This design comes from an exercise in tuning for small area, a short achievable clock period and few clock cycles per item on the open sky130 flow, not from production work.
At most, simulation tests tie the RTL to the original design; equivalence was not proved.
Only the layout flow was run in runs 1 to 4 and 7; the RTL was not checked for function there.
Power is estimated from default activity; no workload was simulated.

File: flow/design.v
package lsu_pkg;
  localparam int word_w         = 64;
  localparam int beat_w         = 512;
  localparam int words_per_beat = beat_w / word_w;
  localparam int num_banks      = 4;
  localparam int addr_w         = 12;
  localparam int rd_latency     = 4;
  localparam int fifo_depth     = 2;
  localparam int cfg_w          = 16;
  typedef logic [word_w-1:0]            word_t;
  typedef logic [beat_w-1:0]            beat_t;
  typedef logic [addr_w-1:0]            addr_t;
  typedef logic [$clog2(num_banks)-1:0] bank_t;
  typedef logic [cfg_w-1:0]             cfg_t;
  typedef struct packed {
    logic [addr_w-1:0] cur;       
    logic [addr_w-1:0] row;       
    logic [addr_w-1:0] seg;       
    logic [1:0]        bank;      
    logic [cfg_w-1:0]  blk_rem;   
    logic [cfg_w-1:0]  j_rem;     
    logic [cfg_w-1:0]  s_rem;     
    logic              bl;        
    logic              jl;        
    logic              sl;        
  } gen_t;
endpackage
module lsu_addr_gen (
  input  lsu_pkg::gen_t g,
  input  lsu_pkg::cfg_t len,
  input  lsu_pkg::cfg_t block_factor,
  input  lsu_pkg::cfg_t seg_stride,
  output lsu_pkg::gen_t g_step
);
  localparam int AW = lsu_pkg::addr_w;
  localparam int CW = lsu_pkg::cfg_w;
  always_comb begin
    g_step = g;
    if (g.jl) begin
      g_step.seg     = g.seg + seg_stride[AW-1:0];
      g_step.cur     = g_step.seg;
      g_step.row     = g_step.seg;
      g_step.bank    = 2'd0;
      g_step.blk_rem = block_factor;
      g_step.bl      = (block_factor == CW'(1));
      g_step.j_rem   = len;
      g_step.jl      = (len == CW'(1));
      g_step.s_rem   = g.s_rem - 1'b1;
      g_step.sl      = (g.s_rem == CW'(2));
    end else begin
      g_step.j_rem = g.j_rem - 1'b1;
      g_step.jl    = (g.j_rem == CW'(2));
      if (g.bl) begin
        g_step.blk_rem = block_factor;
        g_step.bl      = (block_factor == CW'(1));
        g_step.bank    = g.bank + 1'b1;
        if (g.bank == 2'd3) begin
          g_step.cur = g.cur + 1'b1;
          g_step.row = g.cur + 1'b1;
        end else begin
          g_step.cur = g.row;
        end
      end else begin
        g_step.blk_rem = g.blk_rem - 1'b1;
        g_step.bl      = (g.blk_rem == CW'(2));
        g_step.cur     = g.cur + 1'b1;
      end
    end
  end
endmodule
module lsu_top (
  input  logic                          clk,
  input  logic                          rst,
  input  lsu_pkg::beat_t                in_data,
  input  logic                          in_valid,
  output logic                          in_ready,
  output lsu_pkg::beat_t                out_data,
  output logic                          out_valid,
  input  logic                          out_ready,
  input  logic                          start,
  input  logic                          store,
  output logic                          done,
  input  lsu_pkg::cfg_t                 len,
  input  lsu_pkg::cfg_t                 seg_count,
  input  lsu_pkg::cfg_t                 block_factor,
  input  lsu_pkg::cfg_t                 seg_stride,
  input  lsu_pkg::cfg_t                 addr_offset,
  output lsu_pkg::addr_t                ram_addr,
  output lsu_pkg::word_t                ram_d,
  output logic                          ram_we,
  output logic [lsu_pkg::num_banks-1:0] ram_ce,
  input  logic [lsu_pkg::num_banks*lsu_pkg::word_w-1:0] ram_q
);
  localparam int AW = lsu_pkg::addr_w;
  localparam int CW = lsu_pkg::cfg_w;
  localparam int WW = lsu_pkg::word_w;
  localparam int RL = lsu_pkg::rd_latency;
  lsu_pkg::gen_t g, g_step, g_init, trail, t_step;
  logic [7:0] wib;            
  logic       is_st;          
  logic       st_run;         
  logic       ld_run;         
  logic [2:0] owe;            
  logic       x_last;
  logic       issue, flush, deliver;
  logic       done_next;
  logic [RL:0] rv;            
  logic [RL:0] rlb;           
  logic [RL:0] rlx;           
  logic [1:0]  rbk [RL+1];
  logic        out_last;
  logic [WW-1:0] ret_word;
  assign x_last = g.jl & g.sl;
  assign deliver = out_valid & out_ready;
  assign flush   = out_valid & ~out_ready;
  assign issue   = (st_run & in_valid) | (ld_run & ~flush);
  lsu_addr_gen i_step (
    .g (g), .len (len), .block_factor (block_factor), .seg_stride (seg_stride),
    .g_step (g_step)
  );
  lsu_addr_gen i_trail_step (
    .g (trail), .len (len), .block_factor (block_factor), .seg_stride (seg_stride),
    .g_step (t_step)
  );
  always_comb begin
    g_init.cur     = addr_offset[AW-1:0];
    g_init.row     = addr_offset[AW-1:0];
    g_init.seg     = addr_offset[AW-1:0];
    g_init.bank    = 2'd0;
    g_init.blk_rem = block_factor;
    g_init.bl      = (block_factor == CW'(1));
    g_init.j_rem   = len;
    g_init.jl      = (len == CW'(1));
    g_init.s_rem   = seg_count;
    g_init.sl      = (seg_count == CW'(1));
  end
  always_ff @(posedge clk) begin
    if (start) begin
      g     <= g_init;
      wib   <= 8'd1;
      is_st <= store;
    end else if (flush) begin
      g   <= trail;
      wib <= 8'd1;
    end else if (issue) begin
      g   <= g_step;
      wib <= {wib[6:0], wib[7]};
    end
  end
  always_ff @(posedge clk) begin
    if (start) begin
      trail <= g_init;
    end else if (deliver | (owe != 3'd0)) begin
      trail <= t_step;
    end
  end
  assign done_next = (st_run & in_valid & x_last) | (deliver & out_last);
  always_ff @(posedge clk) begin
    if (rst) begin
      st_run   <= 1'b0;
      ld_run   <= 1'b0;
      owe      <= 3'd0;
      done     <= 1'b0;
      in_ready <= 1'b0;
    end else begin
      if (start) begin
        st_run <= store;
        ld_run <= ~store;
      end else begin
        if (issue & x_last) begin
          st_run <= 1'b0;
          ld_run <= 1'b0;
        end
        if (flush) ld_run <= 1'b1;
      end
      if (start | deliver) owe <= start ? 3'd0 : 3'd7;
      else if (owe != 3'd0) owe <= owe - 1'b1;
      done     <= done_next;
      in_ready <= ~start & st_run & ~(in_valid & x_last) &
                  (in_valid ? wib[6] : wib[7]);
    end
  end
  logic [WW-1:0] d_sel;
  always_comb begin
    d_sel = '0;
    for (int w = 0; w < 8; w++) d_sel |= in_data[w*WW +: WW] & {WW{wib[w]}};
  end
  assign ram_we = is_st;
  always_ff @(posedge clk) begin
    if (rst) begin
      ram_ce <= '0;
      rv     <= '0;
      out_valid <= 1'b0;
    end else begin
      ram_ce <= issue ? (4'b0001 << g.bank) : 4'b0000;
      rv     <= flush ? '0 : {rv[RL-1:0], ld_run};
      out_valid <= rv[RL] & rlb[RL] & ~flush;
    end
  end
  always_ff @(posedge clk) begin
    ram_addr <= g.cur;
    ram_d    <= d_sel;
    rlb      <= {rlb[RL-1:0], wib[7]};
    rlx      <= {rlx[RL-1:0], x_last};
    rbk[0]   <= g.bank;
    for (int i = 1; i <= RL; i++) rbk[i] <= rbk[i-1];
    out_last <= rlx[RL];
  end
  always_comb begin
    ret_word = '0;
    for (int b = 0; b < 4; b++) ret_word |= ram_q[b*WW +: WW] & {WW{rbk[RL] == 2'(b)}};
  end
  always_ff @(posedge clk) begin
    out_data <= {ret_word, out_data[lsu_pkg::beat_w-1:WW]};
  end
endmodule
File: flow/flow/run.sh
#!/bin/bash
# Standard ORFS layout with two changes: ports get the smallest plain buffer
# (buf_1) instead of the delay buffer buffer_ports picks on its own, and the
# pins of each data bit are grouped on the die edge (flow/pins.tcl).
set -euo pipefail
bash standard.sh \
  "BUFFER_PORTS_ARGS=-buffer_cell sky130_fd_sc_hd__buf_1" \
  "PRE_IO_PLACEMENT_TCL=$PWD/flow/pins.tcl" \
  finish > standard_make.log 2>&1
File: flow/flow/pins.tcl
# Bit-slice pin groups: for bit b, the four ram_q words, the eight out_data
# words (in shift order), the eight in_data words and ram_d share one stretch
# of the die edge, so each slice's cells can sit together.
for {set b 0} {$b < 64} {incr b} {
  set names {}
  for {set k 0} {$k < 4} {incr k} { lappend names "ram_q\[[expr {64 * $k + $b}]\]" }
  for {set w 7} {$w >= 0} {incr w -1} { lappend names "out_data\[[expr {64 * $w + $b}]\]" }
  for {set w 0} {$w < 8} {incr w} { lappend names "in_data\[[expr {64 * $w + $b}]\]" }
  lappend names "ram_d\[$b\]"
  set_io_pin_constraint -pin_names $names -group -order
}
File: flow/standard.sh
#!/bin/bash
# synth_recipe.tcl (not shown) runs the flow's synth.tcl, then flattens the netlist and writes it again
# the make line also repeats each setting of config.mk as NAME=value (left out here)
make -C /OpenROAD-flow-scripts/flow DESIGN_CONFIG=/design/flow/config.mk WORK_HOME=/design/flow/orfs CLKGATE_MAP_FILE= SYNTH_SCRIPT=/design/flow/synth_recipe.tcl "${@:-finish}"
File: flow/config.mk
export PLATFORM = sky130hd
export DESIGN_NAME = lsu_top
export DESIGN_NICKNAME = lsu_top
export VERILOG_FILES = /design/flow/design.v
export SDC_FILE = /design/flow/constraint.sdc
export NUM_CORES = 4
export LEC_CHECK = 0
export CAP_MARGIN = 20
export CORE_AREA = 3 3 497 497
export DIE_AREA = 0 0 500 500
export SETUP_SLACK_MARGIN = 2.5
export SLEW_MARGIN = 20
File: flow/constraint.sdc
create_clock -name core_clock -period 5.0 [get_ports {clk}]
set_input_delay 1.0000 -clock core_clock [delete_from_list [all_inputs] [get_ports {clk}]]
set_output_delay 1.0000 -clock core_clock [all_outputs]
set_load 0.01 [all_outputs]
==> results of run 1 <==
-- registers in the layout, summed over array words and instances (netlist names), 5 cells and up --
| register | flops |
|---|---|
| rlx | 5 |
| out_data | 512 |
| wib | 8 |
| trail | 89 |
| rv | 5 |
| ram_addr | 12 |
| ram_d | 64 |
| rlb | 5 |
| rbk | 10 |
| g | 89 |
-- cell type report --
class	count	area, um2	area share (%)
flip-flops and latches	813	18100	43.5
well taps	3185	3990	9.59
diodes	12	30.0	0.0723
clock inverters	47	546	1.31
repair buffers	1484	5800	13.9
multi-input cells	1436	10600	25.4
inverters	37	148	0.355
clock buffers	115	2420	5.83
-- worst reg2reg max path, cell delays in order (launching register included) --
cell and delay (ps):
edfxtp_1 380, ha_4 150, inv_2 30, fa_2 340, nor2b_1 120, o21a_1 150
o211a_1 210, a211oi_2 70, or4_4 560, a311oi_2 240, a211oi_1 70
-- per-stage QoR --
stage,utilization [%],cells,worst slack [ps]
floorplan,-,2422,2010
CTS,17.1,7112,2290
detailed placement,15.9,6949,1450
global route,17.2,7118,2320
global placement,15.9,6949,1460
finish,17.2,7129,2340
-- synthesized netlist by cell type (6+ instances only) --
| master | number | area (um2) |
|---|---|---|
| nor2b_1 | 6 | 37.5 |
| nor3_1 | 46 | 230 |
| buf_1 | 38 | 143 |
| a21o_1 | 9 | 67.6 |
| nor2_1 | 117 | 439 |
| o21a_1 | 7 | 52.6 |
| a31oi_1 | 6 | 37.5 |
| and2_1 | 9 | 56.3 |
| mux2i_1 | 12 | 120 |
| edfxtp_1 | 175 | 5260 |
| or3_1 | 10 | 62.6 |
| o22ai_1 | 10 | 62.6 |
| ha_1 | 40 | 500 |
| nand2b_1 | 15 | 93.8 |
| and3_1 | 10 | 62.6 |
| a22oi_1 | 273 | 2050 |
| nand4b_1 | 8 | 70.1 |
| nor4b_1 | 7 | 61.3 |
| buf_2 | 8 | 40.0 |
| mux4_2 | 64 | 1440 |
| o21ai_0 | 144 | 721 |
| o211ai_1 | 13 | 97.6 |
| inv_1 | 36 | 135 |
| nand3_1 | 30 | 150 |
| a21oi_1 | 96 | 480 |
| o22a_1 | 11 | 96.3 |
| clkbuf_1 | 90 | 338 |
| nand2_1 | 171 | 642 |
| xnor2_1 | 71 | 622 |
| a211oi_1 | 21 | 158 |
| nor4_1 | 21 | 131 |
| o21ai_1 | 8 | 40.0 |
| dfxtp_1 | 638 | 12800 |
| nand4_1 | 81 | 507 |
| xor2_1 | 44 | 385 |
-- power by group through the flow --
stage               Combinational, mW  Clock [mW]  Sequential (mW)
detailed placement               1.89           0             7.78
floorplan                       0.827           0             7.86
CTS                              1.91        6.90             7.65
global route                     2.10        7.16             7.70
finish                           1.93        6.65             7.64
global placement                 1.86           0             7.75
-- per-layer routing --
metal / global-route usage [%] / routed length [um] / up-vias
met1: 9.82 / 43700 / 12567
met2: 14.7 / 56100 / 1422
met3: 2.76 / 11700 / 224
met4: 3.17 / 4180 / 6
met5: 0 / 41 / -
li1: - / - / 11960
-- cell families after synthesis --
| family | after synthesis | synth area share [%] |
|---|---|---|
| flops | 813 | 62.3 |
| compound gates | 636 | 14.5 |
| fa+ha+maj | 42 | 1.87 |
| mux | 81 | 5.60 |
| simple gates | 562 | 9.89 |
| buf+inv | 173 | 2.28 |
| xor+xnor | 115 | 3.48 |
-- worst paths after layout --
| path | slack [ps] | end | startpoint | cells past startpoint |
|---|---|---|---|---|
| setup / recovery | 2340 | g[85] | seg_stride[0] | 11 |
| hold / removal | 310 | out_data[258] | out_data[322] | 0 |
| setup reg to reg | 2410 | g[85] | g[53] | 10 |
| hold reg to reg | 310 | out_data[258] | out_data[322] | 0 |
-- what timing repair did --
item,in CTS,in global routing
setup endpoints to repair,73,85
buffers inserted,1,5
pin swaps,1,3
resized for setup,40,18
==> reports/metrics.cfg, run 1 <==
[outcome]
status=timing/DRC/antenna clean

[power]
p_leak_nw=13.8
pwr-share-seq_pct=47.1
switching_share_pct=26.7
switching_power_mw=4.32
max-vdd-ir-drop_uv=297
internal_power_mw=11.9
pwr-share-comb_pct=11.9
p_clk_share_pct=41.0
power.density_nw_per_um2=390
p_total_mw=16.2

[worst_setup_path]
crit_fanout=3
max_stage_delay_ps=560
cp.arrival_ps=3090
crit_slowest_cell=or4_4
startpoint_type=input port
cp_top_family=compound AO/OA/AOI/OAI gates
critPathCaptureType=flop
critPathKind=input port to flop
path_cells=buf_2, ha_4, inv_2, fa_2, nor2b_1, o21a_1, o211a_1, a211oi_2, or4_4, a311oi_2, a211oi_1
crit_buf_inv=2
worstPathRequired_ps=5440

[die]
dieArea_um2=250000
die_h_um=500
ioPinCount=1450
initial_core_util_pct=12.0
placementRows=180
core_um2=242000
dieWidth_um=500

[sta]
finalCritPeriodShare_pct=53.1
tightest_slew_ps=890
rsz0062_at_grt=yes
fin_crit_ps=2660
skew_ps=47.3
report.final.slew_viol_count=0
setup_viol=0
slew_headroom_pct=40.7
fmax_mhz=377
holdWs_ps=314
setup_tns_ps=0
hold_violations=0

[synthesis]
yosys_warnings=3
synthCells=2422
synth_cell_type_count=71
synth_edf_count=175
synth_area_per_cell_um2=11.9
synth-seq-cells=813
async_reset_ff_share_pct=0
syn-num-nets=3318
synthesis.area_um2=28900
ys_seq_area_share_pct=62.3
synth_ff_type=dfxtp_1

[detailed_routing]
routed-via-count=26179
dr.pass1.iters=5
drt_iter0_markers=2151
wl_um=116000
postRouteAntennaNets=0
drc=0
vias_per_cell=3.67
wl_per_cell_um=16.2

[cells_and_area]
final_common_cell=buf_1
fillers=26894
drive_gt1_share_pct=9.16
fin_nets=4755
area_delta_synth_final_pct=43.7
final_area_um2=41600
final_cell_mix=buf_1, dfxtp_1, a22oi_1

[placement]
dpl-instance-area_um2=38400
io_buffers=1441
gp_congestion=0.824
place_hpwl_um=84000

[global_route]
grt_pass1_vias=25598
grt_use_total_pct=8.53
grt_max_degree=54
grt_remaining_overflow=0
antenna_found_initial=33
grt_pass1_wl_um=161000

[clocking]
clock_sinks=813
cts_hold_buffers=0
root_buffer=clkbuf_16
cts_tree=built
cts_buffers=87
htree_num_levels=3
clkLatencyLatePin_ps=710
clk_pin_slew_ps=60
cts_buffer_depth=3

[flow_run]
maxCapViolations=0

[worst_hold_path]
hp-class=flop to flop

==> run 2: changes to the inputs <==
--- a/flow/config.mk
+++ b/flow/config.mk
@@ -10,3 +10,3 @@
 export DIE_AREA = 0 0 500 500
-export SETUP_SLACK_MARGIN = 2.5
+export SETUP_SLACK_MARGIN = 3.0
 export SLEW_MARGIN = 20
==> reports/metrics.cfg, run 2 <==
[cells_and_area]
final_cell_mix=buf_1, buf_6, dfxtp_2  ; was buf_1, dfxtp_1, a22oi_1
final_cells=7276  ; was 7129
area_delta_synth_final_pct=67.7  ; was 43.7%
top_register=out_data  ; unchanged
drive_gt1_share_pct=41.9  ; was 9.16%
final_common_cell=buf_1  ; unchanged
fin_nets=4910  ; was 4755
largest_register_ffs=512  ; unchanged
largestRegisters=out_data x512, g x89, trail x89  ; unchanged

[sta]
skew_ps=68.4  ; was 47.3 ps
rsz0062_at_grt=yes  ; unchanged
report.final.slew_viol_count=0  ; unchanged
hold_violations=0  ; unchanged
setup_viol=0  ; unchanged
fmax_mhz=379  ; was 377 MHz
slew_headroom_pct=45.7  ; was 40.7%
tightest_slew_ps=814  ; was 890 ps
finalCritPeriodShare_pct=52.8  ; was 53.1%
fin_crit_ps=2640  ; was 2660 ps
setup_tns_ps=0  ; unchanged

[synthesis]
synth_xor_xnor_area_share_pct=3.48  ; unchanged
synth_ff_type=dfxtp_1  ; unchanged
synth_cell_type_count=71  ; unchanged
synth_top_family_by_area=compound AO/OA/AOI/OAI gates  ; unchanged
synthesis.area_um2=28900  ; unchanged
synth-simple-area-share_pct=9.89  ; unchanged
synth_mux_area_share_pct=5.60  ; unchanged
synth-seq-cells=813  ; unchanged
synth_area_per_cell_um2=11.9  ; unchanged
synth_adder_area_share_pct=1.87  ; unchanged
synth_compound_area_share_pct=14.5  ; unchanged
synth_common_cells=dfxtp_1, a22oi_1, edfxtp_1  ; unchanged
yosys_warnings=3  ; unchanged
synth_edf_count=175  ; unchanged
synth_area_leaders=dfxtp_1, edfxtp_1, a22oi_1  ; unchanged
synth_top_area_cell=dfxtp_1  ; unchanged
syn-num-nets=3318  ; unchanged
synth_top_cell_area_share_pct=44.2  ; unchanged
synth.most_common_cell=dfxtp_1  ; unchanged
async_reset_ff_share_pct=0  ; unchanged
ys_seq_area_share_pct=62.3  ; unchanged
synthCells=2422  ; unchanged

[worst_setup_path]
cp.arrival_ps=3090  ; about the same
startpoint_type=input port  ; unchanged
max_stage_delay_ps=560  ; about the same
cp_top_family=compound AO/OA/AOI/OAI gates  ; unchanged
worstPathRequired_ps=5450  ; was 5440 ps
critPathCaptureType=flop  ; unchanged
crit_buf_inv=2  ; unchanged
crit_slowest_cell=or4_4  ; unchanged
critPathKind=input port to flop  ; unchanged
path_cells=buf_2, inv_1, fa_2, nor2b_1, o21a_1, o211a_1, a211oi_2, or4_4, a311oi_2, a211oi_1  ; was buf_2, ha_4, inv_2, fa_2, nor2b_1, o21a_1, o211a_1, a211oi_2, or4_4, a311oi_2, a211oi_1
crit_fanout=4  ; was 3

[die]
initial_core_util_pct=12.0  ; unchanged
dieArea_um2=250000  ; unchanged
ioPinCount=1450  ; unchanged
dieWidth_um=500  ; unchanged
core_um2=242000  ; unchanged
placementRows=180  ; unchanged
die_h_um=500  ; unchanged

[flow_run]
maxCapViolations=0  ; unchanged

[clocking]
clk_pin_slew_ps=60  ; about the same
clock_sinks=813  ; unchanged
clkLatencyLatePin_ps=740  ; was 710 ps
cts_buffers=87  ; unchanged
cts_hold_buffers=0  ; unchanged
htree_num_levels=3  ; unchanged
root_buffer=clkbuf_16  ; unchanged
cts_tree=built  ; unchanged
cts_buffer_depth=3  ; unchanged

[detailed_routing]
drt_iter0_markers=2238  ; was 2151
drc=0  ; unchanged
vias_per_cell=3.74  ; was 3.67
wl_um=124000  ; was 116000 um
routed-via-count=27242  ; was 26179
dr.pass1.iters=5  ; unchanged
postRouteAntennaNets=0  ; unchanged
wl_per_cell_um=17.1  ; was 16.2 um

[placement]
place_hpwl_um=87000  ; was 84000 um
io_buffers=1441  ; unchanged
gp_congestion=0.807  ; was 0.824
place_inst=6941  ; was 6949

[global_route]
antenna_found_initial=34  ; was 33
grt_remaining_overflow=0  ; unchanged
grt_use_total_pct=9.05  ; was 8.53%
grt_pass1_vias=27175  ; was 25598
grt_max_degree=58  ; was 54
grt_pass1_wl_um=170000  ; was 161000 um

[worst_hold_path]
hp-class=flop to flop  ; unchanged

[power]
p_total_mw=17.5  ; was 16.2 mW
power.density_nw_per_um2=361  ; was 390 nW/um2
max-vdd-ir-drop_uv=282  ; was 297 uV
p_leak_nw=17.6  ; was 13.8 nW

[outcome]
status=timing/DRC/antenna clean  ; unchanged

==> run 2: cell counts after synthesis <==
No cell type changed its count.
==> run 2: report_power, final <==
group	internal (mW)	switching (mW)	leakage [nW]	total, mW
logic	1.45	1.27	8.97	2.71
clock network	4.12	2.85	1.53	6.98
registers	7.36	0.433	7.15	7.79
==> run 2: cells by family (layout without fill, tap and decap cells) <==
family,Yosys count,after routing
AOI/OAI and AO/OA,636,636
xor gates and xnor gates,115,115
adders and majority gates,42,42
and+or+nand+nor,562,565
DFF,813,813
other,0,6
buffers and inverters,173,1833
muxes,81,81
==> run 2: cell type report <==
class	instances	area, um2
Antenna cell	6	15.0
Clock buffer	120	2510
Clock inverter	40	637
Fill cell	25801	193000
Inverter	37	155
Multi-Input combinational cell	1439	11300
Sequential cell	813	18700
Tap cell	3185	3990
Timing Repair Buffer	1635	11200
Timing Repair inverter	1	16.3
==> run 2: final timing paths <==
check | from | endpoint | slack (ps) | cells past startpoint
hold reg to reg | rlb[0] | rlb[1] | 280 | 0
setup / recovery | seg_stride[1] | g[85] | 2360 | 10
setup reg to reg | g[53] | g[85] | 2410 | 10
hold / removal | rlb[0] | rlb[1] | 280 | 0
==> run 2: metal layers <==
metal  GRT usage, %  vias to the layer above  routed length (um)
met3           3.08                      238               12300
met4           3.26                       14                3990
met2           15.8                     1470               61800
li1               -                    12250                   -
met1           10.2                    13270               46300
met5              0                        -                  92
==> run 2: repair_timing <==
| action | CTS | global route |
|---|---|---|
| gates cloned | 3 | 1 |
| pin swaps | 43 | 47 |
| setup buffers | 118 | 47 |
| resized for setup | 1665 | 197 |
| setup endpoints to repair | 998 | 802 |
| endpoints found under the hold margin | 0 | 0 |
==> run 2: through the flow <==
step | util (%) | hold WS, ps | cell area, um2 | setup WS [ps]
floorplan | - | 310 | 29500 | 2020
global placement | 15.9 | 310 | 38500 | 1470
detailed placement | 15.9 | 312 | 38500 | 1410
CTS | 19.6 | 276 | 47300 | 2420
global route | 20.1 | 279 | 48500 | 2310
finish | 20.1 | 276 | 48500 | 2360
==> run 3: changes to the inputs <==
--- a/flow/design.v
+++ b/flow/design.v
@@ -104,3 +104,3 @@
   logic       x_last;
-  logic       issue, flush, deliver;
+  logic       issue, flush, deliver, deliver_r;
   logic       done_next;
@@ -114,3 +114,2 @@
   assign deliver = out_valid & out_ready;
-  assign flush   = out_valid & ~out_ready;
   assign issue   = (st_run & in_valid) | (ld_run & ~flush);
@@ -152,3 +151,3 @@
       trail <= g_init;
-    end else if (deliver | (owe != 3'd0)) begin
+    end else if (deliver_r | (owe != 3'd0)) begin
       trail <= t_step;
@@ -162,2 +161,4 @@
       owe      <= 3'd0;
+      flush    <= 1'b0;
+      deliver_r <= 1'b0;
       done     <= 1'b0;
@@ -175,5 +176,7 @@
       end
-      if (start | deliver) owe <= start ? 3'd0 : 3'd7;
+      if (start | deliver_r) owe <= start ? 3'd0 : 3'd7;
       else if (owe != 3'd0) owe <= owe - 1'b1;
       done     <= done_next;
+      flush    <= out_valid & ~out_ready;
+      deliver_r <= deliver;
       in_ready <= ~start & st_run & ~(in_valid & x_last) &
--- a/flow/config.mk
+++ b/flow/config.mk
@@ -7,2 +7,3 @@
 export LEC_CHECK = 0
+export ABC_CLOCK_PERIOD_IN_PS = 2000
 export CAP_MARGIN = 20
@@ -10,3 +11,4 @@
 export DIE_AREA = 0 0 500 500
-export SETUP_SLACK_MARGIN = 3.0
+export SETUP_SLACK_MARGIN = 2.5
 export SLEW_MARGIN = 20
+export TNS_END_PERCENT = 5
==> reports/metrics.cfg, run 3 <==
[detailed_routing]
wl_per_cell_um=16.1  ; was 17.1 um
dr.pass1.iters=6  ; was 5
wl_um=115000  ; was 124000 um
vias_per_cell=3.72  ; was 3.74
drc=0  ; unchanged
routed-via-count=26548  ; was 27242
drt_iter0_markers=2422  ; was 2238
postRouteAntennaNets=0  ; unchanged

[placement]
pre_cts_ws_ps=1530  ; was 1410 ps
place_hpwl_um=84700  ; was 87000 um
io_buffers=1441  ; unchanged
dpl-instance-area_um2=38300  ; was 38500 um2
gp_congestion=0.824  ; was 0.807

[global_route]
met1_usage_pct=9.95  ; was 10.2%
grt_max_degree=50  ; was 58
grt_use_met3_pct=2.55  ; was 3.08%
grt_pass1_vias=25788  ; was 27175
grt_use_total_pct=8.43  ; was 9.05%
grt_busiest_layer=met2  ; unchanged
met2_usage_pct=14.0  ; was 15.8%
antenna_found_initial=31  ; was 34
grt_pass1_wl_um=160000  ; was 170000 um
grt_remaining_overflow=0  ; unchanged

[worst_hold_path]
hold-path-cell-count=0  ; unchanged
hp-class=flop to flop  ; unchanged
min_from=out_data[314]  ; was rlb[0]
worst_hold_path.endpoint=out_data[250]  ; was rlb[1]

[power]
power.density_nw_per_um2=399  ; was 361 nW/um2
p_leak_nw=13.8  ; was 17.6 nW
max-vdd-ir-drop_uv=292  ; was 282 uV

[synthesis]
synth_area_per_cell_um2=11.9  ; about the same
synth_cell_type_count=73  ; was 71
synth_ff_type=dfxtp_1  ; unchanged
synth-simple-area-share_pct=9.88  ; was 9.89%
synthesis.area_um2=29100  ; was 28900 um2
synth_top_area_cell=dfxtp_1  ; unchanged
synthCells=2444  ; was 2422
synth_mux_area_share_pct=5.46  ; was 5.60%
synth_area_leaders=dfxtp_1, edfxtp_1, a22oi_1  ; unchanged
synth_adder_area_share_pct=1.86  ; was 1.87%
yosys_warnings=3  ; unchanged
synth_common_cells=dfxtp_1, a22oi_1, nand2_1  ; was dfxtp_1, a22oi_1, edfxtp_1
synth_compound_area_share_pct=14.8  ; was 14.5%
synth-seq-cells=815  ; was 813
synth.most_common_cell=dfxtp_1  ; unchanged
syn-num-nets=3340  ; was 3318
synth_edf_count=175  ; unchanged
async_reset_ff_share_pct=0  ; unchanged
synth_top_cell_area_share_pct=44.1  ; was 44.2%
synth_xor_xnor_area_share_pct=3.56  ; was 3.48%
ys_seq_area_share_pct=62.2  ; was 62.3%
synth_top_family_by_area=compound AO/OA/AOI/OAI gates  ; unchanged

[cells_and_area]
area_delta_synth_final_pct=42.6  ; was 67.7%
final_common_cell=buf_1  ; unchanged
top_register=out_data  ; unchanged
largestRegisters=out_data x512, g x89, trail x89  ; unchanged
fin_nets=4768  ; was 4910
largest_register_ffs=512  ; unchanged
drive_gt1_share_pct=7.76  ; was 41.9%
final_area_um2=41400  ; was 48500 um2
fillers=26804  ; was 25801
final_cell_mix=buf_1, dfxtp_1, a22oi_1  ; was buf_1, buf_6, dfxtp_2

[worst_setup_path]
r2r_slack_ps=2390  ; was 2410 ps
cp.arrival_ps=3120  ; was 3090 ps
critPathCaptureType=flop  ; unchanged
worstPathRequired_ps=5450  ; about the same
critPathKind=input port to flop  ; unchanged
startpoint_type=input port  ; unchanged
rr_worst_depth=6  ; was 10
reg2reg_from=flush  ; was g[53]
crit_fanout=7  ; was 4
regToRegEndpoint=g[76]  ; was g[85]

[sta]
slew_headroom_pct=28.9  ; was 45.7%
skew_ps=57.4  ; was 68.4 ps
rsz0062_at_grt=yes  ; unchanged
fin_crit_ps=2670  ; was 2640 ps
finalCritPeriodShare_pct=53.3  ; was 52.8%
report.final.slew_viol_count=0  ; unchanged
setup_slack_ps=2330  ; was 2360 ps
setup_tns_ps=0  ; unchanged
hold_violations=0  ; unchanged
fmax_mhz=375  ; was 379 MHz
tightest_slew_ps=1070  ; was 814 ps
setup_viol=0  ; unchanged

[clocking]
clkLatencyLatePin_ps=750  ; was 740 ps
clock_sinks=815  ; was 813
cts_buffers=86  ; was 87
htree_num_levels=3  ; unchanged
root_buffer=clkbuf_16  ; unchanged
cts_tree=built  ; unchanged
clk_pin_slew_ps=60  ; about the same
cts_buffer_depth=3  ; unchanged

[outcome]
status=timing/DRC/antenna clean  ; unchanged

[flow_run]
maxCapViolations=0  ; unchanged

[die]
initial_core_util_pct=12.0  ; about the same
dieArea_um2=250000  ; unchanged
placementRows=180  ; unchanged
core_um2=242000  ; unchanged
ioPinCount=1450  ; unchanged
dieWidth_um=500  ; unchanged
die_h_um=500  ; unchanged

==> run 3: cell count changes after synthesis, sizes merged, moves of 7 or more <==
cell / change
o21ai: -17
nand4: -9
a211oi: -12
a21oi: +7
nand2: +27
clkbuf: +7
o22a: -11
or3: -7
a31oi: +10
nor4: +7
o211ai: +9
o22ai: +27
==> run 3: final cells by class <==
| cell class | count | area [um2] | area share (%) |
|---|---|---|---|
| Sequential cell | 815 | 18100 | 43.7 |
| Clock buffer | 137 | 2690 | 6.49 |
| Multi-Input combinational cell | 1463 | 10400 | 25.2 |
| Antenna cell | 11 | 27.5 | 0.0665 |
| Clock inverter | 23 | 365 | 0.882 |
| Inverter | 31 | 116 | 0.281 |
| Tap cell | 3185 | 3990 | 9.62 |
| Timing Repair Buffer | 1475 | 5700 | 13.8 |
==> run 3: worst max path at each step <==
stage / slack (ps) / endpoint / cells past startpoint / start
2_1_floorplan: 2180 / trail[75] / 9 / seg_stride[0]
3_3_place_gp: 1560 / g[3] / 6 / start
3_5_place_dp: 1530 / g[4] / 6 / start
4_1_cts: 2230 / ram_addr[10] / 1 / ram_addr[10]
5_1_grt: 2240 / ram_ce[1] / 1 / ram_ce[1]
6_report: 2330 / g[87] / 11 / seg_stride[0]
==> run 3: metrics by stage <==
stage                     hold slack (ps)  instances  utilization [%]  total power [mW]
final                                 319       7140             17.1              16.5
after global routing                  320       7137             17.1              17.3
after CTS                             311       7128             17.1              16.8
after detailed placement              312       6967             15.8              9.93
after global placement                310       6967             15.8              9.87
after floorplan                       310       2444                -              8.90
==> run 3: cell families (layout without fill, tap and decap cells) <==
family,count (synthesis),count (layout)
other cells,0,11
simple gates,568,568
flops,815,815
mux,78,78
xor+xnor,118,118
fa+ha+maj,42,42
compound gates,655,657
buf+inv,168,1666
==> run 3: worst max-delay path, cell delays in order <==
cell and delay, ps:
buf_1 190, ha_1 220, inv_1 70, fa_2 380
nor2b_1 150, o21a_1 160, o21a_2 240, nor2_1 70
o31ai_2 310, xnor2_1 210, o211ai_1 130
==> run 3: routing by layer <==
layer / vias to the layer above / share of wire [%]
met1: 12659 / 38
li1: 12037 / -
met4: 0 / 3.6
met5: - / 0
met3: 239 / 11
met2: 1613 / 48
==> run 3: where the power goes <==
group | switching, mW | internal [mW]
Sequential | 0.404 | 7.38
Clock | 2.81 | 3.89
Combinational | 1.23 | 0.794
==> run 3: timing repair <==
action,in CTS,in global routing
gates resized for setup,5,11
cloned,1,1
setup endpoints to repair,210,245
setup buffers,0,0
hold buffers,0,0
pin swaps,0,1
==> run 4: changes to the inputs <==
--- a/flow/config.mk
+++ b/flow/config.mk
@@ -11,3 +11,3 @@
 export DIE_AREA = 0 0 500 500
-export SETUP_SLACK_MARGIN = 2.5
+export SETUP_SLACK_MARGIN = 3.0
 export SLEW_MARGIN = 20
==> reports/metrics.cfg, run 4 <==
[cells_and_area]
fin_nets=4829  ; was 4768
largestRegisters=out_data x512, g x89, trail x89  ; unchanged
fillers=26676  ; was 26804
final_cells=7201  ; was 7140
area_delta_synth_final_pct=47.2  ; was 42.6%
final_area_um2=42700  ; was 41400 um2
final_common_cell=buf_1  ; unchanged
seqCellArea_um2=18100  ; about the same
drive_gt1_share_pct=11.8  ; was 7.76%
multi_input_area_um2=11100  ; was 10400 um2
final_cell_mix=buf_1, dfxtp_1, a22oi_1  ; unchanged
post-route-util_pct=17.7  ; was 17.1%
largest_register_ffs=512  ; unchanged
top_register=out_data  ; unchanged

[worst_setup_path]
cp_top_family=compound AO/OA/AOI/OAI gates  ; unchanged
worstPathRequired_ps=5450  ; about the same
critPathCaptureType=flop  ; unchanged
startpoint_type=flop  ; was input port
cp.arrival_ps=2920  ; was 3120 ps
path_cells=ha_4, fa_2, a21o_1, a21oi_4, o21ai_2, a311oi_2, xnor2_1, nand2_1, o211ai_1  ; was buf_1, ha_1, inv_1, fa_2, nor2b_1, o21a_1, o21a_2, nor2_1, o31ai_2, xnor2_1, o211ai_1
max_stage_delay_ps=430  ; was 380 ps
crit_fanout=3  ; was 7
critPathKind=flop to flop  ; was input port to flop
crit_slowest_cell=edfxtp_1  ; was fa_2
crit_buf_inv=0  ; was 2

[clocking]
cts_buffers=87  ; was 86
clkLatencyLatePin_ps=730  ; was 750 ps
clk_pin_slew_ps=60  ; about the same
clock_sinks=815  ; unchanged
cts_tree=built  ; unchanged
cts_hold_buffers=0  ; unchanged
root_buffer=clkbuf_16  ; unchanged
cts_buffer_depth=3  ; unchanged
htree_num_levels=3  ; unchanged

[global_route]
grt_use_total_pct=8.61  ; was 8.43%
grt_pass1_wl_um=163000  ; was 160000 um
grt_remaining_overflow=0  ; unchanged
grt_max_degree=64  ; was 50
grt_pass1_vias=26151  ; was 25788
antenna_found_initial=37  ; was 31

[synthesis]
synth_edf_count=175  ; unchanged
syn-num-nets=3340  ; unchanged
synth_common_cells=dfxtp_1, a22oi_1, nand2_1  ; unchanged
synth_area_leaders=dfxtp_1, edfxtp_1, a22oi_1  ; unchanged
synthCells=2444  ; unchanged
synthesis.area_um2=29100  ; unchanged
async_reset_ff_share_pct=0  ; unchanged
synth_cell_type_count=73  ; unchanged
synth_top_area_cell=dfxtp_1  ; unchanged
yosys_warnings=3  ; unchanged
synth_top_cell_area_share_pct=44.1  ; unchanged
ys_seq_area_share_pct=62.2  ; unchanged
synth-seq-cells=815  ; unchanged
synth_area_per_cell_um2=11.9  ; unchanged
synth_ff_type=dfxtp_1  ; unchanged
synth.most_common_cell=dfxtp_1  ; unchanged

[sta]
skew_ps=52.6  ; was 57.4 ps
setup_tns_ps=0  ; unchanged
holdWs_ps=317  ; was 319 ps
rsz0062_at_grt=yes  ; unchanged
setup_viol=0  ; unchanged
hold_violations=0  ; unchanged
finalCritPeriodShare_pct=49.4  ; was 53.3%
fin_crit_ps=2470  ; was 2670 ps
report.final.slew_viol_count=0  ; unchanged
slew_headroom_pct=38.1  ; was 28.9%
fmax_mhz=405  ; was 375 MHz
tightest_slew_ps=928  ; was 1070 ps

[detailed_routing]
postRouteAntennaNets=0  ; unchanged
routed-via-count=26794  ; was 26548
top_layer_used=met4  ; unchanged
dr.pass1.iters=7  ; was 6
drt_iter0_markers=2386  ; was 2422
wl_um=118000  ; was 115000 um
wl_per_cell_um=16.4  ; was 16.1 um
dr_wl_met3_um=12000  ; was 12500 um
drt-met1-wl_um=45100  ; was 43600 um
wl_met2_um=57000  ; was 54700 um
vias_per_cell=3.72  ; about the same
drc=0  ; unchanged

[die]
ioPinCount=1450  ; unchanged
die_h_um=500  ; unchanged
initial_core_util_pct=12.0  ; unchanged
core_um2=242000  ; unchanged
placementRows=180  ; unchanged
dieWidth_um=500  ; unchanged
dieArea_um2=250000  ; unchanged

[placement]
place_hpwl_um=83400  ; was 84700 um
io_buffers=1441  ; unchanged
dpl-instance-area_um2=38300  ; about the same
place_inst=6966  ; was 6967
gp_congestion=0.834  ; was 0.824

[worst_hold_path]
hp-class=flop to flop  ; unchanged

[power]
power.density_nw_per_um2=395  ; was 399 nW/um2
p_leak_nw=14.4  ; was 13.8 nW
max-vdd-ir-drop_uv=316  ; was 292 uV

[flow_run]
maxCapViolations=0  ; unchanged

[outcome]
status=timing/DRC/antenna clean  ; unchanged

==> run 4: changes by cell type in the layout (fill, tap and decap cells not counted), sizes merged <==
| cell | change |
|---|---|
| a21oi | -1 |
| clkbuf | -11 |
| clkinvlp | +2 |
| inv | +2 |
| diode | +2 |
| bufinv | +5 |
| o21ai | -1 |
| buf | +63 |
==> run 4: area by class of cell <==
class	count	share of cell area [%]
Timing Repair Buffer	1537	14.8
Inverter	31	0.284
Tap cell	3185	9.32
Clock inverter	32	1.25
Antenna cell	13	0.0761
Multi-Input combinational cell	1461	25.9
Sequential cell	815	42.4
Clock buffer	127	5.99
==> run 4: worst paths after layout <==
| kind | startpoint | end | slack (ps) | cells past startpoint |
|---|---|---|---|---|
| setup / recovery | trail[53] | trail[75] | 2530 | 9 |
| hold / removal | out_data[298] | out_data[234] | 320 | 0 |
| hold reg to reg | out_data[298] | out_data[234] | 320 | 0 |
| setup reg to reg | trail[53] | trail[75] | 2530 | 9 |
==> run 4: cells by family (layout without fill, tap and decap cells) <==
| kind of cell | Yosys count | in the layout | synth area share (%) |
|---|---|---|---|
| XOR/XNOR | 118 | 118 | 3.56 |
| buffers and inverters | 168 | 1727 | 2.22 |
| flip-flops | 815 | 815 | 62.2 |
| AO/OA/AOI/OAI | 655 | 655 | 14.8 |
| other | 0 | 13 | 0 |
| adder cells (fa/ha/maj) | 42 | 42 | 1.86 |
| AND/OR/NAND/NOR | 568 | 568 | 9.88 |
| multiplexers | 78 | 78 | 5.46 |
==> run 4: repair_timing <==
action / 4_1_cts / 5_1_grt
setup buffers: 18 / 44
gates cloned: 0 / 1
setup endpoints to repair: 999 / 983
resized for setup: 95 / 110
pin swaps: 33 / 47
==> run 4: report_power, final <==
part	switching [mW]	total, mW	internal, mW
logic	1.30	2.23	0.937
clock network	2.84	6.85	4.01
registers	0.417	7.80	7.38
total	4.55	16.9	12.3
==> run 4: per-stage QoR <==
stage | setup slack (ps) | total power, mW
after global routing | 2490 | 17.6
after detailed placement | 1490 | 9.91
after floorplan | 2180 | 8.90
final | 2530 | 16.9
after CTS | 2510 | 17.0
after global placement | 1550 | 9.85
==> run 4: per-layer routing <==
metal | up-vias | GRT usage (%)
met5 | - | 0
li1 | 12145 | -
met2 | 1557 | 14.6
met3 | 234 | 2.60
met1 | 12858 | 10.1
met4 | 0 | 3.44
==> run 5: changes to the inputs <==
--- a/flow/design.v
+++ b/flow/design.v
@@ -36,2 +36,24 @@
   localparam int CW = lsu_pkg::cfg_w;
+  logic [CW-1:0] j_dec, blk_dec, s_dec;
+  logic [AW-1:0] cur_inc, seg_sum, gen, prop;
+  logic [AW:0]   carry;
+  always_comb begin
+    for (int i = 0; i < CW; i++) begin
+      j_dec[i]   = g.j_rem[i]   ^ ~|(g.j_rem   & ((CW'(1) << i) - CW'(1)));
+      blk_dec[i] = g.blk_rem[i] ^ ~|(g.blk_rem & ((CW'(1) << i) - CW'(1)));
+      s_dec[i]   = g.s_rem[i]   ^ ~|(g.s_rem   & ((CW'(1) << i) - CW'(1)));
+    end
+    for (int i = 0; i < AW; i++) begin
+      cur_inc[i] = g.cur[i] ^ &(g.cur | ~((AW'(1) << i) - AW'(1)));
+    end
+    gen  = g.seg & seg_stride[AW-1:0];
+    prop = g.seg ^ seg_stride[AW-1:0];
+    for (int i = 0; i <= AW; i++) begin
+      carry[i] = 1'b0;
+      for (int k = 0; k < i; k++) begin
+        carry[i] = carry[i] | (gen[k] & &(prop | ~(((AW'(1) << i) - AW'(1)) & ~((AW'(1) << (k + 1)) - AW'(1)))));
+      end
+    end
+    seg_sum = prop ^ carry[AW-1:0];
+  end
   always_comb begin
@@ -39,3 +61,3 @@
     if (g.jl) begin
-      g_step.seg     = g.seg + seg_stride[AW-1:0];
+      g_step.seg     = seg_sum;
       g_step.cur     = g_step.seg;
@@ -47,6 +69,6 @@
       g_step.jl      = (len == CW'(1));
-      g_step.s_rem   = g.s_rem - 1'b1;
+      g_step.s_rem   = s_dec;
       g_step.sl      = (g.s_rem == CW'(2));
     end else begin
-      g_step.j_rem = g.j_rem - 1'b1;
+      g_step.j_rem = j_dec;
       g_step.jl    = (g.j_rem == CW'(2));
@@ -57,4 +79,4 @@
         if (g.bank == 2'd3) begin
-          g_step.cur = g.cur + 1'b1;
-          g_step.row = g.cur + 1'b1;
+          g_step.cur = cur_inc;
+          g_step.row = cur_inc;
         end else begin
@@ -63,5 +85,5 @@
       end else begin
-        g_step.blk_rem = g.blk_rem - 1'b1;
+        g_step.blk_rem = blk_dec;
         g_step.bl      = (g.blk_rem == CW'(2));
-        g_step.cur     = g.cur + 1'b1;
+        g_step.cur     = cur_inc;
       end
--- a/flow/config.mk
+++ b/flow/config.mk
@@ -11,3 +11,3 @@
 export DIE_AREA = 0 0 500 500
-export SETUP_SLACK_MARGIN = 3.0
+export SETUP_SLACK_MARGIN = 3.5
 export SLEW_MARGIN = 20
==> reports/metrics.cfg, run 5 <==
[detailed_routing]
vias_per_cell=3.66  ; was 3.72
wl_um=119000  ; was 118000 um
wl_per_cell_um=16.7  ; was 16.4 um
drt_iter0_markers=2215  ; was 2386
postRouteAntennaNets=0  ; unchanged
routed-via-count=26082  ; was 26794
dr.pass1.iters=5  ; was 7
drc=0  ; unchanged

[synthesis]
yosys_warnings=3  ; unchanged
synth_cell_type_count=75  ; was 73
synth_compound_area_share_pct=14.4  ; was 14.8%
synth_top_family_by_area=compound AO/OA/AOI/OAI gates  ; unchanged
synth_ff_type=dfxtp_1  ; unchanged
synth.most_common_cell=dfxtp_1  ; unchanged
synth_area_per_cell_um2=12.2  ; was 11.9 um2
synth_adder_area_share_pct=2.94  ; was 1.86%
synth_common_cells=dfxtp_1, a22oi_1, edfxtp_1  ; was dfxtp_1, a22oi_1, nand2_1
synth-seq-cells=815  ; unchanged
synth-simple-area-share_pct=8.30  ; was 9.88%
synth_edf_count=175  ; unchanged
synthesis.area_um2=28600  ; was 29100 um2
synth_top_cell_area_share_pct=44.7  ; was 44.1%
synth_xor_xnor_area_share_pct=2.84  ; was 3.56%
async_reset_ff_share_pct=0  ; unchanged
synth_mux_area_share_pct=6.02  ; was 5.46%
synth_area_leaders=dfxtp_1, edfxtp_1, a22oi_1  ; unchanged
synth_top_area_cell=dfxtp_1  ; unchanged
syn-num-nets=3258  ; was 3340
ys_seq_area_share_pct=63.1  ; was 62.2%
synthCells=2338  ; was 2444

[global_route]
grt_pass1_wl_um=164000  ; was 163000 um
grt_remaining_overflow=0  ; unchanged
antenna_found_initial=42  ; was 37
grt_pass1_vias=25405  ; was 26151
grt_max_degree=50  ; was 64
grt_use_total_pct=8.81  ; was 8.61%

[cells_and_area]
final_common_cell=buf_1  ; unchanged
fin_nets=4776  ; was 4829
drive_gt1_share_pct=14.5  ; was 11.8%
largestRegisters=out_data x512, g x89, trail x89  ; unchanged
fillers=26661  ; was 26676
final_cell_mix=buf_1, dfxtp_1, a22oi_1  ; unchanged
final_cells=7119  ; was 7201
area_delta_synth_final_pct=49.7  ; was 47.2%
top_register=out_data  ; unchanged
largest_register_ffs=512  ; unchanged

[worst_setup_path]
cp.arrival_ps=1330  ; was 2920 ps
crit_slowest_cell=edfxtp_1  ; unchanged
reg2reg_from=g[57]  ; was trail[53]
cp_top_family=flip-flops  ; was compound AO/OA/AOI/OAI gates
max_stage_delay_ps=420  ; was 430 ps
startpoint_type=flop  ; unchanged
path_cells=buf_6  ; was ha_4, fa_2, a21o_1, a21oi_4, o21ai_2, a311oi_2, xnor2_1, nand2_1, o211ai_1
cp-startpoint=is_st  ; was trail[53]
crit_buf_inv=1  ; was 0
crit_fanout=1  ; was 3
critPathKind=flop to output pin  ; was flop to flop
worstPathRequired_ps=4000  ; was 5450 ps
critPathCaptureType=output pin  ; was flop

[outcome]
status=timing/DRC/antenna clean  ; unchanged

[die]
dieWidth_um=500  ; unchanged
placementRows=180  ; unchanged
core_um2=242000  ; unchanged
ioPinCount=1450  ; unchanged
initial_core_util_pct=11.9  ; was 12.0%
dieArea_um2=250000  ; unchanged
die_h_um=500  ; unchanged

[placement]
place_hpwl_um=85100  ; was 83400 um
place_inst=6878  ; was 6966
pre_cts_ws_ps=1680  ; was 1490 ps
io_buffers=1441  ; unchanged
gp_congestion=0.807  ; was 0.834

[sta]
slew_headroom_pct=34.3  ; was 38.1%
rsz0062_at_grt=yes  ; unchanged
hold_violations=0  ; unchanged
setup_tns_ps=0  ; unchanged
fin_crit_ps=2330  ; was 2470 ps
fmax_mhz=430  ; was 405 MHz
setup_viol=0  ; unchanged
skew_ps=75.6  ; was 52.6 ps
holdWs_ps=295  ; was 317 ps
setup_slack_ps=2670  ; was 2530 ps
finalCritPeriodShare_pct=46.6  ; was 49.4%
report.final.slew_viol_count=0  ; unchanged
tightest_slew_ps=978  ; was 928 ps

[clocking]
cts_buffers=88  ; was 87
clk_pin_slew_ps=60  ; about the same
clock_sinks=815  ; unchanged
cts_tree=built  ; unchanged
root_buffer=clkbuf_16  ; unchanged
htree_num_levels=3  ; unchanged
cts_hold_buffers=0  ; unchanged
cts_buffer_depth=3  ; unchanged
clkLatencyLatePin_ps=730  ; about the same

[power]
power.density_nw_per_um2=387  ; was 395 nW/um2
p_leak_nw=14.7  ; was 14.4 nW
max-vdd-ir-drop_uv=300  ; was 316 uV

[flow_run]
maxCapViolations=0  ; unchanged

[worst_hold_path]
min_from=out_data[88]  ; was out_data[298]
hp-class=flop to flop  ; unchanged

run 5: per-layer routing:
layer / GRT usage [%] / wire length, um / vias to the layer above
li1: - / - / 11812
met1: 10.9 / 47200 / 12551
met2: 14.4 / 55300 / 1472
met3: 2.75 / 12300 / 243
met4: 2.91 / 4190 / 4
met5: 0 / 27 / -
run 5: worst paths after layout:
kind / endpoint / slack, ps / cells after the start
max: ram_we / 2670 / 1
min: out_data[24] / 290 / 0
max reg2reg: g[76] / 2680 / 8
min reg2reg: out_data[24] / 290 / 0
run 5: layout make-up:
| type | instances | area, um2 | area share [%] |
|---|---|---|---|
| inverter | 51 | 201 | 0.470 |
| tap | 3185 | 3990 | 9.29 |
| antenna | 9 | 22.5 | 0.0525 |
| multi-input combinational | 1342 | 10600 | 24.7 |
| clock inverter | 37 | 477 | 1.11 |
| sequential | 815 | 18200 | 42.4 |
| timing repair buffer | 1558 | 6860 | 16.0 |
| clock buffer | 122 | 2550 | 5.94 |
run 5: logic make-up (layout without fill, tap and decap cells):
group                      count (synthesis)  in the layout
adders and majority gates                 66             66
DFF                                      815            815
muxes                                     91             91
other                                      0              9
and+or+nand+nor                          476            476
xor gates and xnor gates                  93             93
buffers and inverters                    181           1768
AOI/OAI and AO/OA                        616            616
run 5: through the flow:
step                utilization, %  cell area [um2]  power (mW)
floorplan                        -            28800        8.75
global placement              15.8            38100        9.66
detailed placement            15.8            38100        9.72
CTS                           17.4            42100        16.8
global route                  17.7            42900        17.4
finish                        17.7            42900        16.6
run 5: power breakdown:
part           leakage [nW]  internal [mW]  switching, mW
sequential             7.17           7.34          0.375
combinational          6.08          0.936           1.20
clock                  1.47           3.87           2.86
run 5: repair_timing:
item	4_1_cts	5_1_grt
endpoints found under the hold margin	0	0
setup buffers	40	31
gates resized for setup	191	170
pin swaps	53	23
endpoints found under the setup margin	1093	1090
gates cloned	2	0
Testbench counts of run 5, summed over its fixed seeds: cycles 73,854, items 9,040.
==> run 6: changes to the inputs <==
--- a/flow/config.mk
+++ b/flow/config.mk
@@ -11,3 +11,3 @@
 export DIE_AREA = 0 0 500 500
-export SETUP_SLACK_MARGIN = 3.5
+export SETUP_SLACK_MARGIN = 3.0
 export SLEW_MARGIN = 20
==> reports/metrics.cfg, run 6 <==
[sta]
hold_violations=0  ; unchanged
finalCritPeriodShare_pct=46.7  ; was 46.6%
setup_tns_ps=0  ; unchanged
skew_ps=75.1  ; was 75.6 ps
rsz0062_at_grt=yes  ; unchanged
setup_slack_ps=2670  ; about the same
slew_headroom_pct=33.3  ; was 34.3%
fmax_mhz=429  ; was 430 MHz
holdWs_ps=295  ; about the same
setup_viol=0  ; unchanged
fin_crit_ps=2330  ; about the same
tightest_slew_ps=993  ; was 978 ps
report.final.slew_viol_count=0  ; unchanged

[global_route]
grt_use_total_pct=8.77  ; was 8.81%
grt_pass1_wl_um=163000  ; was 164000 um
grt_busiest_layer=met2  ; unchanged
grt_use_met3_pct=2.79  ; was 2.75%
grt_pass1_vias=25251  ; was 25405
grt_remaining_overflow=0  ; unchanged
met1_usage_pct=10.9  ; about the same
met2_usage_pct=14.3  ; was 14.4%
antenna_found_initial=41  ; was 42
grt_max_degree=50  ; unchanged

[detailed_routing]
vias_per_cell=3.66  ; about the same
wl_per_cell_um=16.7  ; about the same
postRouteAntennaNets=0  ; unchanged
routed-via-count=25973  ; was 26082
wl_um=118000  ; was 119000 um
drt_iter0_markers=2152  ; was 2215
dr.pass1.iters=5  ; unchanged
drc=0  ; unchanged

[worst_setup_path]
cp.arrival_ps=1330  ; about the same
path_cells=buf_6  ; unchanged
crit_slowest_cell=edfxtp_1  ; unchanged
worstPathRequired_ps=4000  ; about the same
critPathCaptureType=output pin  ; unchanged
cp_top_family=flip-flops  ; unchanged
max_stage_delay_ps=420  ; about the same
startpoint_type=flop  ; unchanged
crit_fanout=1  ; unchanged
crit_buf_inv=1  ; unchanged
rr_worst_depth=8  ; unchanged
critPathKind=flop to output pin  ; unchanged
critical_path_depth=1  ; unchanged

[die]
dieArea_um2=250000  ; unchanged
ioPinCount=1450  ; unchanged
core_um2=242000  ; unchanged
placementRows=180  ; unchanged
initial_core_util_pct=11.9  ; unchanged
die_h_um=500  ; unchanged
dieWidth_um=500  ; unchanged

[power]
p_leak_nw=14.5  ; was 14.7 nW
max-vdd-ir-drop_uv=299  ; was 300 uV
p_total_mw=16.5  ; was 16.6 mW
power.density_nw_per_um2=390  ; was 387 nW/um2

[clocking]
clock_sinks=815  ; unchanged
cts_buffer_depth=3  ; unchanged
root_buffer=clkbuf_16  ; unchanged
clk_pin_slew_ps=60  ; about the same
cts_hold_buffers=0  ; unchanged
htree_num_levels=3  ; unchanged
cts_tree=built  ; unchanged
clkLatencyLatePin_ps=730  ; about the same
cts_buffers=88  ; unchanged

[synthesis]
synth_common_cells=dfxtp_1, a22oi_1, edfxtp_1  ; unchanged
synthesis.area_um2=28600  ; unchanged
synth_area_leaders=dfxtp_1, edfxtp_1, a22oi_1  ; unchanged
async_reset_ff_share_pct=0  ; unchanged
synth_top_area_cell=dfxtp_1  ; unchanged
synth_area_per_cell_um2=12.2  ; unchanged
synthCells=2338  ; unchanged
syn-num-nets=3258  ; unchanged
synth-seq-cells=815  ; unchanged
ys_seq_area_share_pct=63.1  ; unchanged
synth_top_cell_area_share_pct=44.7  ; unchanged
synth_ff_type=dfxtp_1  ; unchanged
synth_cell_type_count=75  ; unchanged
yosys_warnings=3  ; unchanged
synth.most_common_cell=dfxtp_1  ; unchanged
synth_edf_count=175  ; unchanged

[cells_and_area]
top_register=out_data  ; unchanged
largest_register_ffs=512  ; unchanged
drive_gt1_share_pct=12.9  ; was 14.5%
final_cell_mix=buf_1, dfxtp_1, a22oi_1  ; unchanged
largestRegisters=out_data x512, g x89, trail x89  ; unchanged
fin_nets=4754  ; was 4776
final_common_cell=buf_1  ; unchanged
area_delta_synth_final_pct=47.9  ; was 49.7%
final_cells=7097  ; was 7119

[placement]
place_hpwl_um=85100  ; unchanged
gp_congestion=0.807  ; unchanged
pre_cts_ws_ps=1680  ; unchanged
place_inst=6878  ; unchanged
io_buffers=1441  ; unchanged

[worst_hold_path]
hp-class=flop to flop  ; unchanged
hold-path-cell-count=0  ; unchanged

[outcome]
status=timing/DRC/antenna clean  ; unchanged

[flow_run]
maxCapViolations=0  ; unchanged

## run 6: cell counts after synthesis
No cell type changed its count.
## run 6: final timing paths
check,startpoint,end,slack [ps]
max,is_st,ram_we,2670
min,out_data[88],out_data[24],290
max reg2reg,g[57],g[76],2680
min reg2reg,out_data[88],out_data[24],290
## run 6: layout make-up
type,count,area (um2)
fill,26710,199000
sequential,815,18200
multi-input combinational,1342,10400
timing repair buffer,1536,6550
tap,3185,3990
clock buffer,122,2550
clock inverter,37,477
inverter,51,195
antenna,9,22.5
## run 6: kinds of logic (layout without fill, tap and decap cells)
family / after synthesis / in the layout / share of synthesized area (%)
simple gates: 476 / 476 / 8.30
buf+inv: 181 / 1746 / 2.40
mux: 91 / 91 / 6.02
compound gates: 616 / 616 / 14.4
xor+xnor: 93 / 93 / 2.84
fa+ha+maj: 66 / 66 / 2.94
other cells: 0 / 9 / 0
flops: 815 / 815 / 63.1
## run 6: where the power goes
part / total (mW) / switching (mW) / internal (mW)
registers: 7.71 / 0.371 / 7.34
logic: 2.07 / 1.18 / 0.893
clock network: 6.73 / 2.86 / 3.87
## run 6: metrics by stage
stage / utilization, % / instance area [um2]
finish: 17.5 / 42400
global route: 17.5 / 42300
CTS: 17.3 / 41800
detailed placement: 15.8 / 38100
global placement: 15.8 / 38100
floorplan: - / 28800
## run 6: layer usage
metal  part of all wire [%]  wire length, um
met5                  0.023               27
met4                    3.4             4050
met3                     10            11800
met2                     46            54900
met1                     40            47700
## run 6: timing repair
item,4_1_cts,5_1_grt
pin swaps,32,16
buffers inserted,26,25
endpoints found under the setup margin,995,1019
resized for setup,128,144
==> run 7: changes to the inputs <==
--- a/flow/design.v
+++ b/flow/design.v
@@ -16,3 +16,2 @@
     logic [addr_w-1:0] cur;       
-    logic [addr_w-1:0] row;       
     logic [addr_w-1:0] seg;       
@@ -37,4 +36,7 @@
   logic [CW-1:0] j_dec, blk_dec, s_dec;
-  logic [AW-1:0] cur_inc, seg_sum, gen, prop;
-  logic [AW:0]   carry;
+  logic [AW-1:0] cur_inc, bf_dec;
+  logic [AW-1:0] seg_sum, seg_gen, seg_prop;
+  logic [AW-1:0] back_sum, back_gen, back_prop;
+  logic [AW-1:0] seg_c, back_c;
+  logic          chain;
   always_comb begin
@@ -47,12 +49,22 @@
       cur_inc[i] = g.cur[i] ^ &(g.cur | ~((AW'(1) << i) - AW'(1)));
-    end
-    gen  = g.seg & seg_stride[AW-1:0];
-    prop = g.seg ^ seg_stride[AW-1:0];
-    for (int i = 0; i <= AW; i++) begin
-      carry[i] = 1'b0;
+      bf_dec[i]  = block_factor[i] ^ ~|(block_factor[AW-1:0] & ((AW'(1) << i) - AW'(1)));
+    end
+    seg_gen  = g.seg & seg_stride[AW-1:0];
+    seg_prop = g.seg ^ seg_stride[AW-1:0];
+    back_gen  = g.cur & ~bf_dec;
+    back_prop = g.cur ^ ~bf_dec;
+    for (int i = 0; i < AW; i++) begin
+      seg_c[i]  = 1'b0;
+      back_c[i] = &(back_prop | ~((AW'(1) << i) - AW'(1)));
       for (int k = 0; k < i; k++) begin
-        carry[i] = carry[i] | (gen[k] & &(prop | ~(((AW'(1) << i) - AW'(1)) & ~((AW'(1) << (k + 1)) - AW'(1)))));
+        chain     = 1'b1;
+        for (int m = k + 1; m < i; m++) chain = chain & seg_prop[m];
+        seg_c[i]  = seg_c[i] | (seg_gen[k] & chain);
+        chain     = 1'b1;
+        for (int m = k + 1; m < i; m++) chain = chain & back_prop[m];
+        back_c[i] = back_c[i] | (back_gen[k] & chain);
       end
     end
-    seg_sum = prop ^ carry[AW-1:0];
+    seg_sum  = seg_prop ^ seg_c[AW-1:0];
+    back_sum = back_prop ^ back_c[AW-1:0];
   end
@@ -63,3 +75,2 @@
       g_step.cur     = g_step.seg;
-      g_step.row     = g_step.seg;
       g_step.bank    = 2'd0;
@@ -80,5 +91,4 @@
           g_step.cur = cur_inc;
-          g_step.row = cur_inc;
         end else begin
-          g_step.cur = g.row;
+          g_step.cur = back_sum;
         end
@@ -147,3 +157,2 @@
     g_init.cur     = addr_offset[AW-1:0];
-    g_init.row     = addr_offset[AW-1:0];
     g_init.seg     = addr_offset[AW-1:0];
--- a/flow/config.mk
+++ b/flow/config.mk
@@ -10,2 +10,4 @@
 export CORE_AREA = 3 3 497 497
+export CTS_CLUSTER_DIAMETER = 60
+export CTS_CLUSTER_SIZE = 30
 export DIE_AREA = 0 0 500 500
==> reports/metrics.cfg, run 7 <==
[cells_and_area]
post-route-util_pct=17.4  ; was 17.5%
area_delta_synth_final_pct=48.1  ; was 47.9%
final_cell_mix=buf_1, dfxtp_1, a22oi_1  ; unchanged
drive_gt1_share_pct=12.6  ; was 12.9%
fin_nets=4804  ; was 4754
final_common_cell=buf_1  ; unchanged
largestRegisters=out_data x512, g x77, trail x77  ; was out_data x512, g x89, trail x89
largest_register_ffs=512  ; unchanged
top_register=out_data  ; unchanged

[synthesis]
synthCells=2361  ; was 2338
synth_compound_area_share_pct=14.8  ; was 14.4%
synth_edf_count=151  ; was 175
synth_common_cells=dfxtp_1, a22oi_1, nand2_1  ; was dfxtp_1, a22oi_1, edfxtp_1
synth_top_area_cell=dfxtp_1  ; unchanged
synth_xor_xnor_area_share_pct=3.48  ; was 2.84%
yosys_warnings=3  ; unchanged
ys_seq_area_share_pct=61.1  ; was 63.1%
synth_adder_area_share_pct=4.24  ; was 2.94%
synth_cell_type_count=80  ; was 75
synth_ff_type=dfxtp_1  ; unchanged
synth_area_per_cell_um2=12.0  ; was 12.2 um2
synthesis.area_um2=28400  ; was 28600 um2
synth_mux_area_share_pct=5.36  ; was 6.02%
synth_area_leaders=dfxtp_1, edfxtp_1, a22oi_1  ; unchanged
synth_top_family_by_area=compound AO/OA/AOI/OAI gates  ; unchanged
async_reset_ff_share_pct=0  ; unchanged
synth.most_common_cell=dfxtp_1  ; unchanged
synth-simple-area-share_pct=8.63  ; was 8.30%
synth_top_cell_area_share_pct=45.1  ; was 44.7%
syn-num-nets=3310  ; was 3258
synth-seq-cells=791  ; was 815

[die]
die_h_um=500  ; unchanged
initial_core_util_pct=11.8  ; was 11.9%
ioPinCount=1450  ; unchanged
placementRows=180  ; unchanged
dieWidth_um=500  ; unchanged
dieArea_um2=250000  ; unchanged
core_um2=242000  ; unchanged

[worst_hold_path]
hp-class=flop to flop  ; unchanged

[global_route]
grt_remaining_overflow=0  ; unchanged
antenna_found_initial=35  ; was 41
grt_use_total_pct=8.65  ; was 8.77%
grt_pass1_wl_um=162000  ; was 163000 um
grt_pass1_vias=25529  ; was 25251
grt_max_degree=75  ; was 50

[detailed_routing]
drt_iter0_markers=1961  ; was 2152
dr.pass1.iters=5  ; unchanged
wl_per_cell_um=16.6  ; was 16.7 um
drc=0  ; unchanged
vias_per_cell=3.65  ; was 3.66
routed-via-count=25952  ; was 25973
wl_um=118000  ; about the same
postRouteAntennaNets=0  ; unchanged

[sta]
hold_violations=0  ; unchanged
skew_ps=70.0  ; was 75.1 ps
fmax_mhz=312  ; was 429 MHz
setup_viol=0  ; unchanged
fin_crit_ps=3200  ; was 2330 ps
tightest_slew_ps=1090  ; was 993 ps
finalCritPeriodShare_pct=64.1  ; was 46.7%
report.final.slew_viol_count=0  ; unchanged
slew_headroom_pct=27.6  ; was 33.3%
setup_tns_ps=0  ; unchanged
rsz0062_at_grt=yes  ; unchanged

[power]
p_total_mw=15.9  ; was 16.5 mW
p_clk_share_pct=36.9  ; was 40.8%
pwr-share-seq_pct=47.4  ; was 46.7%
max-vdd-ir-drop_uv=309  ; was 299 uV
switching_power_mw=4.78  ; was 4.41 mW
switching_share_pct=30.1  ; was 26.7%
pwr-share-comb_pct=15.7  ; was 12.5%
power.density_nw_per_um2=377  ; was 390 nW/um2
internal_power_mw=11.1  ; was 12.1 mW
p_leak_nw=14.3  ; was 14.5 nW

[worst_setup_path]
startpoint_type=input port  ; was flop
worstPathRequired_ps=5450  ; was 4000 ps
crit_fanout=7  ; was 1
critPathKind=input port to flop  ; was flop to output pin
critPathCaptureType=flop  ; was output pin
r2r_slack_ps=2260  ; was 2680 ps
cp.arrival_ps=3650  ; was 1330 ps

[clocking]
cts_hold_buffers=0  ; unchanged
cts_buffers=66  ; was 88
root_buffer=clkbuf_16  ; unchanged
clock_sinks=791  ; was 815
clkLatencyLatePin_ps=750  ; was 730 ps
htree_num_levels=3  ; unchanged
cts_buffer_depth=3  ; unchanged
clk_pin_slew_ps=70  ; was 60 ps
cts_tree=built  ; unchanged

[outcome]
status=timing/DRC/antenna clean  ; unchanged

[placement]
io_buffers=1441  ; unchanged
gp_congestion=0.805  ; was 0.807
place_hpwl_um=86800  ; was 85100 um

[flow_run]
maxCapViolations=0  ; unchanged

run 7: cell types whose count changed after synthesis, sizes merged, moves of 9 or more:
cell and change:
a21oi +29, ha +29, xor2 +27, edfxtp -24
o21ai +15, nor3 +12, clkbuf -11, mux2i -11
o22ai -11, nand2 -9, o21a +9
run 7: worst paths after layout:
| check | from | end | depth (start not counted) |
|---|---|---|---|
| setup / recovery | block_factor[1] | g[76] | 16 |
| hold / removal | rbk[1][1] | rbk[2][1] | 0 |
| setup reg to reg | trail[65] | trail[75] | 10 |
| hold reg to reg | rbk[1][1] | rbk[2][1] | 0 |
run 7: metrics by stage:
step	setup WS (ps)	hold WS [ps]	cell area, um2	instances
floorplan	1420	310	28500	2361
global placement	714	310	37700	6895
detailed placement	739	312	37700	6895
CTS	1950	319	41300	7057
global route	1800	330	42100	7105
finish	1800	315	42100	7110
run 7: cell type report:
| cell class | count | area [um2] |
|---|---|---|
| Clock inverter | 51 | 813 |
| Fill cell | 26767 | 200000 |
| Antenna cell | 16 | 40.0 |
| Inverter | 59 | 251 |
| Timing Repair Buffer | 1550 | 6480 |
| Tap cell | 3185 | 3990 |
| Sequential cell | 791 | 17400 |
| Multi-Input combinational cell | 1387 | 11400 |
| Clock buffer | 71 | 1700 |
run 7: power groups by stage:
stage / Sequential, mW / Clock (mW) / Combinational [mW]
5_1_grt: 7.61 / 6.35 / 2.69
3_5_place_dp: 7.65 / 0 / 2.10
4_1_cts: 7.52 / 6.14 / 2.36
2_1_floorplan: 7.74 / 0 / 0.987
3_3_place_gp: 7.63 / 0 / 2.06
6_report: 7.53 / 5.86 / 2.49
run 7: what timing repair did:
item,in CTS,in global routing
setup buffers,39,37
setup endpoints to repair,930,959
cloned,1,0
gates resized for setup,185,94
pin swaps,78,60
endpoints found under the hold margin,0,0
run 7: worst max-delay path, stage by stage:
cell and delay (ps):
buf_8 110, inv_6 50, ha_4 120, nor3b_4 260, buf_6 150, ha_4 140
xnor2_4 150, ha_4 270, nand4_1 100, nand3_2 100, a21oi_4 180, o2111ai_4 170
a2111oi_2 400, o21ai_0 180, a21oi_2 180, o31ai_1 80
run 7: metal layers:
layer / GRT usage [%] / vias up / share of wire [%]
met3: 2.80 / 229 / 11
met1: 9.91 / 12375 / 37
met5: 0 / - / 0.11
met4: 3.95 / 20 / 4.2
li1: - / 11799 / -
met2: 14.6 / 1529 / 48
run 7: cell families after synthesis:
kind of cell,after synthesis
simple gates,472
flops,791
fa+ha+maj,95
buf+inv,184
compound gates,635
mux,72
xor+xnor,112

-- port drivers added, routing unchanged --
The flow's constraints put no driver on any port. The routed layouts listed below were extracted and timed again, unchanged, in two steps.
Step 1 (the two cells are an assumption about what drives the block):
set clk [get_ports {clk}]
set_driving_cell -lib_cell sky130_fd_sc_hd__clkbuf_16 $clk
set_driving_cell -lib_cell sky130_fd_sc_hd__buf_2 [delete_from_list [all_inputs] $clk]
Step 2 times the ports against the registers' clock, not the clock port: input delays grow and output delays shrink by t, the midpoint of the rising clock arrivals with the driver on.
a / b / c = ideal ports / drivers / drivers and shift; a / b = the first two.
run	shift t [ns]	setup WS [ns]	hold WS [ns]
run 1	0.765	2.345 / 2.336 / 1.571	0.314 / 0.314 / 0.314
run 2	0.782	2.361 / 2.328 / 1.545	0.276 / 0.276 / 0.276
run 3	0.785	2.333 / 2.281 / 1.604	0.319 / 0.319 / 0.319
run 4	0.783	2.531 / 2.531 / 1.870	0.317 / 0.317 / 0.317
run 5	0.754	2.672 / 2.613 / 1.874	0.295 / 0.295 / 0.295
run 6	0.756	2.667 / 2.607 / 1.874	0.295 / 0.295 / 0.295
run 7	0.776	1.797 / 1.689 / 0.912	0.315 / 0.315 / 0.315
After both steps every run listed still meets setup and hold. The setup slack of run 7, which loses most, moves by -0.108 ns with the drivers and by -0.885 ns with both steps.
